From an optimization exercise on the open Yosys and OpenROAD flow, aimed at small area; shortcuts taken in it are not production practice.
Only simulation tests tie the RTL to the original design; equivalence was not proved.
No activity file was given, so power comes from the tool's default toggle rates.

**flow/run.sh**
```bash
#!/bin/bash
# synth_recipe.tcl (not shown) runs the flow's synth.tcl, then flattens the netlist and writes it again
# the make line also repeats each setting of config.mk as NAME=value (left out here)
make -C /OpenROAD-flow-scripts/flow DESIGN_CONFIG=/design/flow/config.mk WORK_HOME=/design/flow/orfs CLKGATE_MAP_FILE= SYNTH_SCRIPT=/design/flow/synth_recipe.tcl finish
```
**flow/config.mk**
```make
export PLATFORM = sky130hd
export DESIGN_NAME = reg_bank_wb
export DESIGN_NICKNAME = reg_bank_wb
export VERILOG_FILES = /design/flow/design.v
export SDC_FILE = /design/flow/constraint.sdc
export NUM_CORES = 4
export LEC_CHECK = 0
export CAP_MARGIN = 20
export CORE_MARGIN = 2
export CORE_UTILIZATION = 40
export SETUP_SLACK_MARGIN = 0.3
export SLEW_MARGIN = 20
```
**flow/constraint.sdc**
```tcl
create_clock -name core_clock -period 6.0 [get_ports {clk}]
set_input_delay 1.2000 -clock core_clock [delete_from_list [all_inputs] [get_ports {clk}]]
set_output_delay 1.2000 -clock core_clock [all_outputs]
set_load 0.01 [all_outputs]
```
**flow/design.v**
```verilog
`default_nettype none
module reg_bank_wb #(
    parameter logic [31:0] SP_INIT = 32'd227,
    parameter logic [31:0] RA_INIT = 32'd0,
    parameter int          BYPASS  = 1
) (
    input  logic        clk,
    input  logic        reset,
    input  logic        reg_write,
    input  logic [31:0] write_reg,
    input  logic [31:0] write_data,
    input  logic [4:0]  read_reg1,
    input  logic [4:0]  read_reg2,
    output logic [31:0] read_data1,
    output logic [31:0] read_data2,
    output logic        addr_err,
    output logic [4:0]  last_wr_idx
);
    localparam bit c_bypass = (BYPASS != 0);
    logic        w_wr_legal;
    logic        w_wr_illegal;
    logic [4:0]  w_wr_idx;
    logic [31:0] w_regs [32];
    logic        r_addr_err;
    logic [4:0]  r_last_wr_idx;
    assign w_wr_idx     = write_reg[4:0];
    assign w_wr_legal   = reg_write && (write_reg[31:5] == 27'd0) && (w_wr_idx != 5'd0);
    assign w_wr_illegal = reg_write && (write_reg[31:5] != 27'd0);
    assign w_regs[0] = 32'd0;
    for (genvar i = 1; i < 32; i++) begin : g_regs
        localparam logic [31:0] c_rst_val = (i == 29) ? SP_INIT :
                                            (i == 31) ? RA_INIT : 32'd0;
        logic [31:0] r_q;
        always_ff @(posedge clk) begin
            if (reset) begin
                r_q <= c_rst_val;
            end else if (w_wr_legal && (w_wr_idx == 5'(i))) begin
                r_q <= write_data;
            end
        end
        assign w_regs[i] = r_q;
    end
    always_ff @(posedge clk) begin
        if (reset) begin
            r_addr_err    <= 1'b0;
            r_last_wr_idx <= 5'd0;
        end else begin
            if (w_wr_illegal) begin
                r_addr_err <= 1'b1;
            end
            if (w_wr_legal) begin
                r_last_wr_idx <= w_wr_idx;
            end
        end
    end
    always_comb begin
        read_data1 = w_regs[read_reg1];
        read_data2 = w_regs[read_reg2];
        if (c_bypass && w_wr_legal && (w_wr_idx == read_reg1)) begin
            read_data1 = write_data;
        end
        if (c_bypass && w_wr_legal && (w_wr_idx == read_reg2)) begin
            read_data2 = write_data;
        end
    end
    assign addr_err    = r_addr_err;
    assign last_wr_idx = r_last_wr_idx;
endmodule
`default_nettype wire
```
==> run summary <==
Tot GR Track Use 0.418; CP Capture Type output pin; fraction of layout instances using a drive strength above 1 0.133; Leak Pwr 21.0 nW; main flop type after synthesis dfxtp_1; Core Util, Final 0.483; worst clock skew 0 ns; CP Cell Sequence clkdlybuf4s50_1, buf_12, nand3_1, nor2_4, buf_4, a22oi_1, nand4_1, and4b_1, o21ai_4, buf_4, clkdlybuf4s50_1; TritonCTS clock tree built; CP startpoint kind primary input; final hold vios 0; setup slack after layout 0.222 ns; Avg Synthesized Cell Area 8.98 um^2; ys async rst share 0; Core Area 124000 um^2; final worst-path cycle share 0.963; I/O pins 147; ANT nets after route 0; Mapped Cells 5576; Synth top area share 0.399; Peak Freq 173 MHz; Clock Path Buffers 3; #FFs+latches synth 998; routed wire length 279000 um; Slowest cell on crit path clkdlybuf4s50_1; largest net degree at the start of global routing 178; fin nets 5734; r2r worst-path depth 2; xor and xnor area share after synthesis 0.00175; final setup vio count 0; latest clock arrival within the worst-skew pair 0.72 ns; RSZ-0062 raised after global routing yes; vias in the first global route 46152; Tightest Pin Transition 1.28 ns; largest family of logic cells by synthesized area multiplexers; Remaining Overflow, GRT 0; wire length per cell 37.6 um; dominant cells by area after synthesis dfxtp_1 (40%), mux2i_1 (22%), a22oi_1 (8.6%), nor2_1 (8.4%), and3_1 (3.3%); mux share of post-synthesis cell area 0.223; Worst Path Buf+Inv 5; Synthesized Nets 5653; HPWL after DPL 172000 um; Worst Hold Path Cells 2; maxcap violations 0; VDD IR-drop max 0.246 mV; 1st-pass router iterations 7; Synth Area in Compound Gates 0.140; H-tree levels 3; Root Driver clkbuf_16; crit path kind primary input to output pin; Seq/Total Area, Yosys 0.399; relative slew slack 0.143; status finished clean; DRT iter0 DRCs 9046; cts bufs inserted 112; max-slew violations 0; Worst path depth 11; CP top delay family buffers and inverters; number of port buffers 146; first-pass GRT wire length 376000 um; Synth Area in Adders 0; DR vias 50838; Synth area leader dfxtp_1; routability cong. 0.995; worst-path fanout max 33; clk slew on worst S/H paths 0.06 ns; Synth Area in Simple Gates 0.180; number of flops mapped to enable cells by yosys 0; Setup WS pre-CTS -0.0566 ns; die area 128000 um^2; drt drc 0; initial antenna violation count 21; Req. time, crit path 4.80 ns; P&R area growth vs syn 19.5%; PwrDens 254 nW/um^2; setup tns final 0 ns; CP peak stage delay 0.53 ns; min Tclk post-route 5.78 ns; Tot Pwr 15.2 mW; Initial Util 0.404; min-delay worst type register to register; Vias/cell 6.87; CTS Sinks 998; YS warnings 2; Die Wd 358 um; Netlist cell types 73; Die Height 358 um; num rows 129; arrival time at the worst endpoint 4.58 ns; Synth Cell Area 50100 um^2
[timing repair]
item                       CTS  global route
setup buffers                4            19
resized for setup           11            33
cloned                       0             1
hold buffers                 0             0
setup endpoints to repair   13            35
pin swaps                    3             8
[sequential cells by signal, indices dropped and copies added, names as in the netlist]
| signal | cells |
|---|---|
| r_addr_err | 1 |
| g_regs.r_q | 992 |
| r_last_wr_idx | 5 |
[through the flow]
| step | hold slack [ns] | cell area [um^2] | cells |
|---|---|---|---|
| after floorplan | 0.466 | 50100 | 5576 |
| after global placement | 0.480 | 55300 | 7156 |
| after detailed placement | 0.483 | 55300 | 7156 |
| after CTS | 0.502 | 59400 | 7363 |
| after global routing | 0.521 | 59800 | 7383 |
| final | 0.497 | 59800 | 7405 |
[worst reg2reg max path: cells and delay by family, from the launching register on]
family	cells	cell delay (ns)
DFF	1	0.35
AOI/OAI and AO/OA	1	0.27
and+or+nand+nor	1	0.15
[kinds of logic (layout without fill, tap and decap cells)]
kind of cell,after synthesis,count (layout)
XOR/XNOR,10,10
multiplexers,1116,1116
AO/OA/AOI/OAI,939,939
other,0,22
buffers and inverters,599,769
flip-flops,998,998
AND/OR/NAND/NOR,1914,1914
[cell type report]
class                           count  area, um^2
Multi-Input combinational cell   3979       28100
Fill cell                       11854       64100
Antenna cell                       22        55.1
Clock buffer                      150        3240
Sequential cell                   998       20000
Clock inverter                     53         793
Timing Repair Buffer              560        5630
Inverter                            6        22.5
Tap cell                         1637        2050
[path summary, 6_finish.rpt]
kind,from,end,slack (ns)
max,read_reg1[2],read_data1[12],0.22
min,r_addr_err,r_addr_err,0.50
min reg2reg,r_addr_err,r_addr_err,0.50
max reg2reg,g_regs[29].r_q[7],g_regs[29].r_q[7],5.12
[power breakdown]
part           internal [mW]  total, mW  switching [mW]
Sequential              6.63       6.63        0.000280
Combinational          0.225      0.968           0.743
Clock                   4.58       7.63            3.05
Total                   11.4       15.2            3.79
[layer usage]
layer / wire [um] / up-vias / global-route usage / share of wire
met3: 44200 / 1270 / 0.149 / 0.16
met2: 108000 / 4571 / 0.573 / 0.39
met4: 21200 / 8 / 0.258 / 0.076
met1: 105000 / 24553 / 0.554 / 0.38
met5: 51 / - / 0.00185 / 0.00018
li1: - / 20436 / - / -
[Yosys cell counts (22+ instances only)]
| cell type | instances |
|---|---|
| nor4_1 | 49 |
| o21ai_1 | 41 |
| dfxtp_1 | 998 |
| o21ai_0 | 23 |
| nand2_1 | 127 |
| mux2i_1 | 1108 |
| a21oi_1 | 57 |
| o22ai_1 | 29 |
| a22oi_1 | 576 |
| a22o_1 | 33 |
| and3_1 | 264 |
| nand3b_1 | 22 |
| a2111oi_0 | 86 |
| buf_4 | 47 |
| nand3_1 | 91 |
| nor2_1 | 1125 |
| clkbuf_1 | 382 |
| buf_2 | 123 |
| nand4_1 | 110 |
[layout by cell type (no fill, tap or decap), types with 84 or more instances in the layout]
master and n:
buf_4 331, mux2i_1 1108, and3_1 263, nor2_1 1057, clkbuf_16 116, nand4_1 110
buf_12 84, nand2_1 127, nand3_1 91, dfxtp_1 998, a22oi_1 576, clkdlybuf4s50_1 138

[re-timing with driven ports]
No port has a modelled driver above. Below, the same layout with a new extraction and two added sets of constraints.
Step 1: set_driving_cell puts a clkbuf_16 on clk and a buf_2 on each other input, an assumption about the parent block.
Step 2 times the ports against the registers' clock, not the clock port: input delays grow and output delays shrink by t, the midpoint of the rising clock arrivals with the driver on.
Three values: no drivers, after step 1, after step 2; two values: the first two.
t, ns: 0.793
setup slack, ns: 0.222 / 0.178 / 0.178
worst setup path at the end: input to output
After both steps this run still meets setup and hold. For this run, drivers alone change the setup slack by -0.044 ns; drivers and shift together by -0.044 ns.
